Source: an optimization exercise on an open RTL-to-GDS flow (aim: small area, a short achievable clock period and few clock cycles per item). Production flows keep margins and buffers that such runs may drop.
RTL that was checked went through simulation tests only; none was proved equivalent to the original.
No functional check of the RTL was part of run 2.

==> flow/design.v (outline; a module is shown in full before it is edited, if it fits) <==
// module hb_interp2: 754 lines
module hb_interp2 #(
    parameter int unsigned DW   = 16,
    parameter int unsigned ACCW = 36
) (
    input  logic                 clk,
    input  logic                 reset,
    input  logic signed [DW-1:0] x_in,
    input  logic                 x_in_valid,
    output logic                 x_in_ready,
    output logic signed [DW-1:0] y_out,
    output logic                 y_out_valid
);
  // ...
==> flow/flow/run.sh <==
#!/bin/bash
# Standard ORFS flow, with one netlist clean-up between synthesis and floorplan:
# flow/fapol.py removes inverters around full-adder cells (logic unchanged).
set -euo pipefail
R=orfs/results/sky130hd/hb_interp2/base
bash standard.sh synth > synth.log 2>&1
cp $R/1_2_yosys.v $R/1_2_yosys.std.v
python3 flow/fapol.py $R/1_2_yosys.std.v $R/1_2_yosys.v > fapol.log 2>&1
touch $R/1_2_yosys.v
bash standard.sh "BUFFER_PORTS_ARGS=-buffer_cell sky130_fd_sc_hd__buf_2" finish > finish.log 2>&1
==> flow/flow/fapol.py <==
#!/usr/bin/env python3
"""Inverter clean-up around full adders in a mapped sky130 netlist.

A full adder is self-dual: FA(~a, ~b, ~c) = (~sum, ~cout). Yosys' adder extraction often
leaves inverters on the inputs and outputs of fa cells. This script gives each fa cell a
flag 'flipped' (its pins then carry the complements of the original values), chooses the
flags greedily to need as few inverters as possible, and rewrites the netlist with the
inverters that are then needed. The logic function of the module is unchanged.
Usage: fapol.py IN.v OUT.v"""
import re, sys
from collections import defaultdict

src = open(sys.argv[1]).read()
inst_re = re.compile(r'^(\s*)(sky130_fd_sc_hd__\w+)\s+(\S+)\s*\((.*?)\);\n', re.S | re.M)
pin_re = re.compile(r'\.(\w+)\(\s*(.*?)\s*\)\s*(?:,|$)', re.S)

insts = []
for m in inst_re.finditer(src):
    pins = [(p, n.strip()) for p, n in pin_re.findall(m.group(4))]
    insts.append(dict(start=m.start(), end=m.end(), cell=m.group(2), name=m.group(3), pins=pins))

OUT_PINS = {"X", "Y", "Q", "Q_N", "SUM", "COUT", "HI", "LO"}
def is_inv(c): return re.match(r"sky130_fd_sc_hd__(clk)?inv_\d+$", c) is not None
def is_fa(c): return re.match(r"sky130_fd_sc_hd__fa_\d+$", c) is not None

driver = {}
loads = defaultdict(list)   # net -> [(inst index, pin)]
for i, it in enumerate(insts):
    for p, n in it["pins"]:
        if p in OUT_PINS: driver[n] = (i, p)
        else: loads[n].append((i, p))

# nets used outside cell pins (ports, assigns) are left as they are
port_nets = set()
hdr = src[:insts[0]["start"]] if insts else src
for m in re.finditer(r'^\s*(input|output)\s+(?:\[(\d+):(\d+)\]\s*)?(\S+?);', src, re.M):
    nm = m.group(4)
    if m.group(2):
        for b in range(int(m.group(3)), int(m.group(2)) + 1):
            port_nets.add(f"{nm}[{b}]")
    port_nets.add(nm)

inv_idx = [i for i, it in enumerate(insts) if it["cell"] == "sky130_fd_sc_hd__inv_1"]
fa_idx = [i for i, it in enumerate(insts) if is_fa(it["cell"])]

# managed inverters: inv_1 whose output is not a port net
managed = set()
for i in inv_idx:
    pins = dict(insts[i]["pins"])
    if pins["Y"] in port_nets or pins["A"] in port_nets and False:
        continue
    managed.add(i)

def base_of(net):
    """follow managed inverters back: returns (base net, parity)"""
    k = 0
    seen = 0
    while net in driver and driver[net][0] in managed and seen < 8:
        net = dict(insts[driver[net][0]]["pins"])["A"]
        k ^= 1; seen += 1
    return net, k

# consumers: every non-managed-inverter input pin; record its base and parity
cons = []   # (inst, pin, base, parity)
for i, it in enumerate(insts):
    if i in managed: continue
    for p, n in it["pins"]:
        if p in OUT_PINS: continue
        b, k = base_of(n)
        cons.append((i, p, b, k))
# port outputs driven through managed inverters also count as consumers
for n in port_nets:
    if n in driver and driver[n][0] in managed:
        pass  # excluded above (managed excludes inverters driving ports)

fa_set = set(fa_idx)
flip = defaultdict(int)
def drv_flip(b):
    d = driver.get(b)
    return flip[d[0]] if d and d[0] in fa_set else 0
by_base = defaultdict(list)
for c in cons: by_base[c[2]].append(c)
def need(c):
    i, p, b, k = c
    return k ^ drv_flip(b) ^ (flip[i] if i in fa_set else 0)
def base_cost(b):
    s = set(need(c) for c in by_base[b])
    return 1 if 1 in s else 0
# bases touched by an fa (as driver or consumer)
fa_bases = defaultdict(set)
for c in cons:
    if c[0] in fa_set: fa_bases[c[0]].add(c[2])
for i in fa_idx:
    for p, n in insts[i]["pins"]:
        if p in OUT_PINS: fa_bases[i].add(n)

before = sum(base_cost(b) for b in by_base)
import random
def total(): return sum(base_cost(b) for b in by_base)
best = (before, {i: 0 for i in fa_idx})
for seed in range(40):
    rnd = random.Random(seed)
    for i in fa_idx: flip[i] = rnd.randint(0, 1) if seed else 0
    for it_ in range(40):
        changed = 0
        order = fa_idx[:]; rnd.shuffle(order)
        for i in order:
            bs = fa_bases[i]
            c0 = sum(base_cost(b) for b in bs)
            flip[i] ^= 1
            c1 = sum(base_cost(b) for b in bs)
            if c1 < c0: changed += 1
            elif c1 == c0 and rnd.random() < 0.3: pass
            else: flip[i] ^= 1
        if not changed and it_ > 5: break
    t = total()
    if t < best[0]: best = (t, {i: flip[i] for i in fa_idx})
for i in fa_idx: flip[i] = best[1][i]
after = sum(base_cost(b) for b in by_base)
sys.stderr.write(f"fapol: {len(managed)} inverters managed; needed before {before}, after {after}; "
                 f"{sum(flip.values())} of {len(fa_idx)} fa flipped\n")

# rewrite: drop managed inverters, reconnect consumers to base or to a new inverter
newinv = {}
new_wires = []
def inv_of(b):
    if b not in newinv:
        w = f"_fapol_{len(newinv)}_"
        newinv[b] = w
        new_wires.append(w)
    return newinv[b]
repl = {}   # (inst, pin) -> net
for c in cons:
    i, p, b, k = c
    repl[(i, p)] = inv_of(b) if need(c) else b

def esc(n):
    return n + " " if n.startswith("\\") else n
out = []
pos = 0
for i, it in enumerate(insts):
    out.append(src[pos:it["start"]])
    pos = it["end"]
    if i in managed:
        continue
    pins = []
    for p, n in it["pins"]:
        pins.append((p, repl.get((i, p), n)))
    body = ",\n".join(f"    .{p}({esc(n)})" for p, n in pins)
    out.append(f"  {it['cell']} {it['name']} (\n{body}\n  );\n")
rest = src[pos:]
# new inverters before endmodule
invs = "".join(f"  sky130_fd_sc_hd__inv_1 _fapol_inv_{j}_ (\n    .A({esc(b)}),\n    .Y({w})\n  );\n"
               for j, (b, w) in enumerate(newinv.items()))
rest = rest.replace("endmodule", invs + "endmodule", 1)
text = "".join(out) + rest
# declare new wires after the module header's first wire declaration
decl = "".join(f"  wire {w};\n" for w in new_wires)
text = re.sub(r'(\n\s*wire )', "\n" + decl.rstrip("\n") + r'\1', text, count=1)
open(sys.argv[2], "w").write(text)
==> flow/standard.sh <==
#!/bin/bash
# synth_recipe.tcl (not shown) runs the flow's synth.tcl, then flattens the netlist and writes it again
# the make line also repeats each setting of config.mk as NAME=value (left out here)
make -C /OpenROAD-flow-scripts/flow DESIGN_CONFIG=/design/flow/config.mk WORK_HOME=/design/flow/orfs CLKGATE_MAP_FILE= SYNTH_SCRIPT=/design/flow/synth_recipe.tcl "${@:-finish}"
==> flow/config.mk <==
export PLATFORM = sky130hd
export DESIGN_NAME = hb_interp2
export DESIGN_NICKNAME = hb_interp2
export VERILOG_FILES = /design/flow/design.v
export SDC_FILE = /design/flow/constraint.sdc
export NUM_CORES = 4
export LEC_CHECK = 0
export CAP_MARGIN = 20
export CORE_MARGIN = 2
export CORE_UTILIZATION = 75
export CTS_CLUSTER_DIAMETER = 100
export CTS_CLUSTER_SIZE = 30
export PLACE_DENSITY = 0.85
export SETUP_SLACK_MARGIN = 2.8
export SLEW_MARGIN = 20
==> flow/constraint.sdc <==
create_clock -name core_clock -period 6.0 [get_ports {clk}]
set_input_delay 1.2000 -clock core_clock [delete_from_list [all_inputs] [get_ports {clk}]]
set_output_delay 1.2000 -clock core_clock [all_outputs]
set_load 0.01 [all_outputs]
==> results.txt, run 1 <==
Final Util: 81.16%
clk sinks: 422
most frequent cells in the layout: dfxtp_1 (369), fa_1 (198), inv_1 (158)
Met3 Wirelength: 2795 um
Routed wire per std cell: 24.47 um
Nets: 1917
crit path kind: flip-flop to flip-flop
router iterations before antenna repair: 6
Total Wirelength: 46830 um
hold_ws: 365.7 ps
Post CTS Setup Buffer Count: 2
dpl cell area: 19310 sq um
area of the multi-input gates: 9806 sq um
vias in the first global route: 12540
grt met2 use: 62.79%
CP dominant cell by count: fa_1
CTS HTree Levels: 1
met2 WL: 23310 um
outcome: complete, no violations
#MultiIn Comb: 925
worst-path cell chain: inv_1 > fa_1 > fa_1 > ha_4 > nand4_1 > nor2_2 > nand3_4 > a21oi_4 > nand2b_4 > fa_2
Via Count: 12140
clock latency on the worst-skew pair: 530 ps
Layout Skew: 17.29 ps
share of layout cells above drive strength 1: 11.24%
cts repair resizes: 37
CP Launch Point: ta[10]
Non-clock inverters: 161
Tcrit/Tclk final: 53.91%
minimum clock period: 3235 ps
FP Rows: 58
critical path buffer and inverter count: 1
clock-pin slew on the worst setup and hold paths: 110 ps
Testbench counts, summed over its fixed seeds: cycles 4,144, samples 2,048.
==> run 2: changes to the inputs <==
--- a/flow/design.v
+++ b/flow/design.v
@@ -18,17 +18,17 @@
     logic [8:0] q1;
     logic [8:0] q2;
     logic [8:0] q3;
     logic [8:0] q4;
     logic [8:0] q5;
     logic [11:0] q6;
     logic [23:0] ta, tb, tc, za, zb, z;
     logic [17:0] zr;
-    logic [8:0] s0, s1, s2, s3, s4, s5, s6;
+    logic [8:0] s0, s6;
     logic [15:0] o3, y, bsel, asat;
     logic acc;
     assign x_in_ready  = ph;
     assign y_out       = y;
     assign y_out_valid = yv;
     assign acc         = x_in_valid & ph;
     always_ff @(posedge clk or posedge reset) begin
         if (reset) begin
@@ -54,30 +54,85 @@
         for (int k = 1; k < 14; k++) begin
             ra[k] <= ~(({8{sa}} & rb[k-1]) | ({8{sb}} & rb[k]));
             rb[k] <= ~(({8{nsa}} | ra[k-1]) & ({8{nsb}} | ra[k]));
         end
     end
     always_comb begin
         for (int k = 0; k < 14; k++) pa[k] = {ra[k][7] ^ ~ph_a, ra[k][6:0]};
         s0 = {1'b0, pa[0]} + {1'b0, pa[13]};
-        s1 = {1'b0, pa[1]} + {1'b0, pa[12]};
-        s2 = {1'b0, pa[2]} + {1'b0, pa[11]};
-        s3 = {1'b0, pa[3]} + {1'b0, pa[10]};
-        s4 = {1'b0, pa[4]} + {1'b0, pa[9]};
-        s5 = {1'b0, pa[5]} + {1'b0, pa[8]};
         s6 = {1'b0, pa[6]} + {1'b0, pa[7]};
     end
+    wire [8:0] pre1_s;
+    wire [4:0] pre1_c;
+    assign pre1_c[0] = 1'b0;
+    assign pre1_s[0] = pa[1][0] ^ pa[12][0] ^ pre1_c[0];
+    assign pre1_c[1] = (pa[1][0] & pa[12][0]) | (pa[1][0] & pre1_c[0]) | (pa[12][0] & pre1_c[0]);
+    assign pre1_s[1] = pa[1][1] ^ pa[12][1] ^ pre1_c[1];
+    assign pre1_c[2] = (pa[1][1] & pa[12][1]) | (pa[1][1] & pre1_c[1]) | (pa[12][1] & pre1_c[1]);
+    assign pre1_s[2] = pa[1][2] ^ pa[12][2] ^ pre1_c[2];
+    assign pre1_c[3] = (pa[1][2] & pa[12][2]) | (pa[1][2] & pre1_c[2]) | (pa[12][2] & pre1_c[2]);
+    assign pre1_s[3] = pa[1][3] ^ pa[12][3] ^ pre1_c[3];
+    assign pre1_c[4] = (pa[1][3] & pa[12][3]) | (pa[1][3] & pre1_c[3]) | (pa[12][3] & pre1_c[3]);
+    assign pre1_s[8:4] = {1'b0, pa[1][7:4]} + {1'b0, pa[12][7:4]} + {4'b0, pre1_c[4]};
+    wire [8:0] pre2_s;
+    wire [4:0] pre2_c;
+    assign pre2_c[0] = 1'b0;
+    assign pre2_s[0] = pa[2][0] ^ pa[11][0] ^ pre2_c[0];
+    assign pre2_c[1] = (pa[2][0] & pa[11][0]) | (pa[2][0] & pre2_c[0]) | (pa[11][0] & pre2_c[0]);
+    assign pre2_s[1] = pa[2][1] ^ pa[11][1] ^ pre2_c[1];
+    assign pre2_c[2] = (pa[2][1] & pa[11][1]) | (pa[2][1] & pre2_c[1]) | (pa[11][1] & pre2_c[1]);
+    assign pre2_s[2] = pa[2][2] ^ pa[11][2] ^ pre2_c[2];
+    assign pre2_c[3] = (pa[2][2] & pa[11][2]) | (pa[2][2] & pre2_c[2]) | (pa[11][2] & pre2_c[2]);
+    assign pre2_s[3] = pa[2][3] ^ pa[11][3] ^ pre2_c[3];
+    assign pre2_c[4] = (pa[2][3] & pa[11][3]) | (pa[2][3] & pre2_c[3]) | (pa[11][3] & pre2_c[3]);
+    assign pre2_s[8:4] = {1'b0, pa[2][7:4]} + {1'b0, pa[11][7:4]} + {4'b0, pre2_c[4]};
+    wire [8:0] pre3_s;
+    wire [4:0] pre3_c;
+    assign pre3_c[0] = 1'b0;
+    assign pre3_s[0] = pa[3][0] ^ pa[10][0] ^ pre3_c[0];
+    assign pre3_c[1] = (pa[3][0] & pa[10][0]) | (pa[3][0] & pre3_c[0]) | (pa[10][0] & pre3_c[0]);
+    assign pre3_s[1] = pa[3][1] ^ pa[10][1] ^ pre3_c[1];
+    assign pre3_c[2] = (pa[3][1] & pa[10][1]) | (pa[3][1] & pre3_c[1]) | (pa[10][1] & pre3_c[1]);
+    assign pre3_s[2] = pa[3][2] ^ pa[10][2] ^ pre3_c[2];
+    assign pre3_c[3] = (pa[3][2] & pa[10][2]) | (pa[3][2] & pre3_c[2]) | (pa[10][2] & pre3_c[2]);
+    assign pre3_s[3] = pa[3][3] ^ pa[10][3] ^ pre3_c[3];
+    assign pre3_c[4] = (pa[3][3] & pa[10][3]) | (pa[3][3] & pre3_c[3]) | (pa[10][3] & pre3_c[3]);
+    assign pre3_s[8:4] = {1'b0, pa[3][7:4]} + {1'b0, pa[10][7:4]} + {4'b0, pre3_c[4]};
+    wire [8:0] pre4_s;
+    wire [4:0] pre4_c;
+    assign pre4_c[0] = 1'b0;
+    assign pre4_s[0] = pa[4][0] ^ pa[9][0] ^ pre4_c[0];
+    assign pre4_c[1] = (pa[4][0] & pa[9][0]) | (pa[4][0] & pre4_c[0]) | (pa[9][0] & pre4_c[0]);
+    assign pre4_s[1] = pa[4][1] ^ pa[9][1] ^ pre4_c[1];
+    assign pre4_c[2] = (pa[4][1] & pa[9][1]) | (pa[4][1] & pre4_c[1]) | (pa[9][1] & pre4_c[1]);
+    assign pre4_s[2] = pa[4][2] ^ pa[9][2] ^ pre4_c[2];
+    assign pre4_c[3] = (pa[4][2] & pa[9][2]) | (pa[4][2] & pre4_c[2]) | (pa[9][2] & pre4_c[2]);
+    assign pre4_s[3] = pa[4][3] ^ pa[9][3] ^ pre4_c[3];
+    assign pre4_c[4] = (pa[4][3] & pa[9][3]) | (pa[4][3] & pre4_c[3]) | (pa[9][3] & pre4_c[3]);
+    assign pre4_s[8:4] = {1'b0, pa[4][7:4]} + {1'b0, pa[9][7:4]} + {4'b0, pre4_c[4]};
+    wire [8:0] pre5_s;
+    wire [4:0] pre5_c;
+    assign pre5_c[0] = 1'b0;
+    assign pre5_s[0] = pa[5][0] ^ pa[8][0] ^ pre5_c[0];
+    assign pre5_c[1] = (pa[5][0] & pa[8][0]) | (pa[5][0] & pre5_c[0]) | (pa[8][0] & pre5_c[0]);
+    assign pre5_s[1] = pa[5][1] ^ pa[8][1] ^ pre5_c[1];
+    assign pre5_c[2] = (pa[5][1] & pa[8][1]) | (pa[5][1] & pre5_c[1]) | (pa[8][1] & pre5_c[1]);
+    assign pre5_s[2] = pa[5][2] ^ pa[8][2] ^ pre5_c[2];
+    assign pre5_c[3] = (pa[5][2] & pa[8][2]) | (pa[5][2] & pre5_c[2]) | (pa[8][2] & pre5_c[2]);
+    assign pre5_s[3] = pa[5][3] ^ pa[8][3] ^ pre5_c[3];
+    assign pre5_c[4] = (pa[5][3] & pa[8][3]) | (pa[5][3] & pre5_c[3]) | (pa[8][3] & pre5_c[3]);
+    assign pre5_s[8:4] = {1'b0, pa[5][7:4]} + {1'b0, pa[8][7:4]} + {4'b0, pre5_c[4]};
     always_ff @(posedge clk) begin
         q0 <= {2'b0, s0} + {s0, 1'b0};
-        q1 <= s1;
-        q2 <= s2;
-        q3 <= s3;
-        q4 <= s4;
-        q5 <= s5;
+        q1 <= pre1_s;
+        q2 <= pre2_s;
+        q3 <= pre3_s;
+        q4 <= pre4_s;
+        q5 <= pre5_s;
         q6 <= {3'b0, s6} + {s6, 2'b0};
     end
     wire ts1, tc2, ts3, tc4, ts5, tc6, ts7, tc8, ts9, tc10, ts11, tc12, tn13, ts14, tc15, tn16;
     wire ts17, tc18, ts19, tc20, ts21, tc22, ts23, tc24, ts25, tc26, ts27, tc28, tn29, ts30, tc31, ts32;
     wire tc33, ts34, tc35, ts36, tc37, tn38, ts39, tc40, tn41, ts42, tc43, tn44, ts45, tc46, tn47, ts48;
     wire tc49, ts50, tc51, ts52, tc53, ts54, tc55, ts56, tc57, ts58, tc59, ts60, tc61, ts62, tc63, ts64;
     wire tc65, tn66, ts67, tc68, ts69, tc70, ts71, tc72, ts73, tc74, ts75, tc76, ts77, tc78, ts79, tc80;
     wire ts81, tc82, ts83, tc84, ts85, tc86, ts87, tc88, ts89, tc90, ts91, tc92, ts93, tc94, ts95, tc96;
==> run 2 against run 1 <==
- cell area down 0.22%
- maximum frequency down 5.9%
- count of clock-buffer cells in the layout unchanged
- synthesized cell count down 4.5%
- setup slack worse by 200 ps
- non-clock buffer count up 17
- largest cell class unchanged
==> results.txt, run 2 <==
initial antenna violation count: 0 (was 1)
Top Ports: 37 (unchanged)
hpwl dp: 33240 um (was 35100 um)
Mapped Cells: 1498 (was 1569)
crit path kind: flip-flop to flip-flop (unchanged)
Die ar.: 26200 sq um (was 26500 sq um)
clock buffer depth: 3 (unchanged)
Tcrit/Tclk final: 57.31% (was 53.91%)
minimum clock period: 3439 ps (was 3235 ps)
Top Usage Layer GRT: met2 (unchanged)
commonest non-fill, non-tap cell in the layout: dfxtp_1 (unchanged)
worst hold start: v1 (was v3)
register area: 8630 sq um (was 8610 sq um)
first-pass GRT wire length: 69490 um (was 71550 um)
worst endpoint required time: 6430 ps (was 6410 ps)
post-route cell area: 20220 sq um (was 20260 sq um)
die width: 161.9 um (was 162.8 um)
outcome: complete, no violations (unchanged)
area added between synthesis and finish: 8.182% (was 7.160%)
router iterations before antenna repair: 6 (unchanged)
slowest stage delay, CP: 500 ps (was 530 ps)
largest net degree at the start of global routing: 113 (unchanged)
area of the multi-input gates: 9706 sq um (was 9806 sq um)
Least-Margin Pin Slew: 1124 ps (was 1138 ps)
clock-pin slew on the worst setup and hold paths: 120 ps (was 110 ps)
hold_ws: 359.8 ps (was 365.7 ps)
Final ANT Viol Nets: 0 (unchanged)
Worst setup SP type: flip-flop (unchanged)
dpl cell area: 19100 sq um (was 19310 sq um)
Layout Skew: 27.97 ps (was 17.29 ps)
CP endpoint kind: flip-flop (unchanged)
Synth warnings: 4 (unchanged)
routed vias/inst: 6.412 (was 6.342)
grt met2 use: 60.74% (was 62.79%)
top flop regs: ra x112, rb x112, ta x23 (unchanged)
R2R Path Start: ph_b (was ta[10])
share of layout cells above drive strength 1: 13.30% (was 11.24%)
most frequent cells in the layout: dfxtp_1 (366), fa_1 (217), inv_1 (135) (was dfxtp_1 (369), fa_1 (198), inv_1 (158))
critical path buffer and inverter count: 4 (was 1)
RSZ-0062 raised after global routing: true (unchanged)
syn nets: 1838 (was 1909)
Via Count: 11860 (was 12140)
I/O Buffers: 36 (unchanged)
fmax: 290.8 MHz (was 309.1 MHz)
CTS HTree Levels: 1 (unchanged)
Arr. time, crit path: 3870 ps (was 3640 ps)
vias in the first global route: 12210 (was 12540)
detailed-route DRC error count: 0 (unchanged)
Rel. slew slack: 25.05% (was 24.15%)
CTS tree: built (unchanged)
Largest delay share family, worst path: simple AND/OR/NAND/NOR gates (was adder cells)
HP Class: flip-flop to flip-flop (unchanged)
FP Rows: 57 (was 58)
Final Slew Violations: 0 (unchanged)
synthesized cell area: 18690 sq um (was 18910 sq um)
TritonCTS Buffers: 18 (unchanged)
1st-iter DRT viols: 1151 (was 1130)
Starting Density: 76.62% (was 75.74%)
MaxCap Viol Count: 0 (unchanged)
met1 usage: 45.98% (was 45.81%)
Total Wirelength: 46570 um (was 46830 um)
worst-path cell chain: buf_4 > inv_1 > nand2_1 > inv_1 > fa_1 > ha_1 > o2111ai_2 > inv_2 > a211oi_4 > nor4_4 > nor4_4 > or4b_1 > and3_1 (was inv_1 > fa_1 > fa_1 > ha_4 > nand4_1 > nor2_2 > nand3_4 > a21oi_4 > nand2b_4 > fa_2)
CP max FO: 4 (was 5)
total track usage: 35.45% (was 36.17%)
count of final setup violators: 0 (unchanged)
root buffer cell: clkbuf_16 (unchanged)
setup TNS: 0 ps (unchanged)
total grt overflow: 0 (unchanged)
Syn Area/Cell: 12.48 sq um (was 12.05 sq um)
CP Launch Point: ph_b (was ta[10])
Routed wire per std cell: 25.17 um (was 24.47 um)
met3 Usage GRT: 5.439% (was 4.813%)
Fillers: 1295 (was 1449)
Antenna diodes: 0 (was 1)
Inst Count DP: 1800 (was 1877)
clock latency on the worst-skew pair: 530 ps (about the same)
CP max stage cell: or4b_1 (was fa_1)
DIE HEIGHT: 161.9 um (was 162.8 um)
Core Area: 24390 sq um (was 24960 sq um)
Hold Vio Cnt, Final: 0 (unchanged)
clk sinks: 422 (unchanged)
final cell count without fillers: 1850 (was 1914)
Nets: 1861 (was 1917)
gpl congestion: 1.007 (was 0.9980)
==> run 2: cell types whose count changed in the layout (fill, tap and decap cells not counted), moves of 6 or more <==
cell	before	now
inv_1	158	135
ha_1	105	84
fa_1	198	217
buf_4	13	27
xnor2_1	58	44
a21oi_1	52	39
o21ai_0	23	11
o21bai_1	18	9
dfxtp_4	8	14
==> run 2: stage by stage <==
step / utilization [%] / setup slack (ps)
3_3_place_gp: 78.31 / 2601
4_1_cts: 81.42 / 2753
6_report: 82.89 / 2561
2_1_floorplan: - / 2817
3_5_place_dp: 78.31 / 2383
5_1_grt: 82.89 / 2519
==> run 2: layer usage <==
metal  wire length, um  share of wire (%)
met1             17820                 38
met5                 0                  0
met3              3462                7.4
met2             23060                 50
met4              2228                4.8
==> run 2: layout make-up <==
cell class / count / share of cell area (%)
Tap cell: 324 / 2.005
Sequential cell: 422 / 42.68
Clock inverter: 2 / 0.1733
Clock buffer: 23 / 2.426
Inverter: 140 / 2.599
Timing Repair Buffer: 66 / 2.104
Multi-Input combinational cell: 873 / 48.01
==> run 2: timing repair <==
action	4_1_cts	5_1_grt
hold buffers	0	0
endpoints found under the hold margin	0	0
endpoints found under the setup margin	24	26
pin swaps	24	22
gates resized for setup	60	61
setup buffers	7	18
==> run 2: worst paths after layout <==
kind                       depth (start not counted)  slack (ps)      to
max in group asynchronous                          2        4640      sb
min                                                0         360      v2
min reg2reg                                        0         360      v2
min in group asynchronous                          2         780    ph_b
max                                               13        2560  zr[17]
max reg2reg                                       13        2560  zr[17]

-- separate check: timing with driven ports --
In the flow no input, the clock included, has a driving cell. The finished layouts below were timed again as built, in two steps. Step 1 sets driving cells, clkbuf_16 on the clock port and buf_2 on the other inputs (assumed; they add their load-dependent delay and slew). Step 2 times the ports against the registers' clock, not the clock port: input delays grow and output delays shrink by t, the midpoint of the rising clock arrivals with the driver on. Three values: ideal, step 1, step 2; two values: the first two.
| run | t (ns) | slack for setup (ns) | latest minus earliest clock arrival (ns) |
|---|---|---|---|
| run 1 | 0.575 | 2.765 / 2.765 / 2.765 | 0.018 / 0.019 |
| run 2 | 0.570 | 2.561 / 2.561 / 2.561 | 0.039 / 0.039 |
After both steps setup and hold are still met in every run listed.
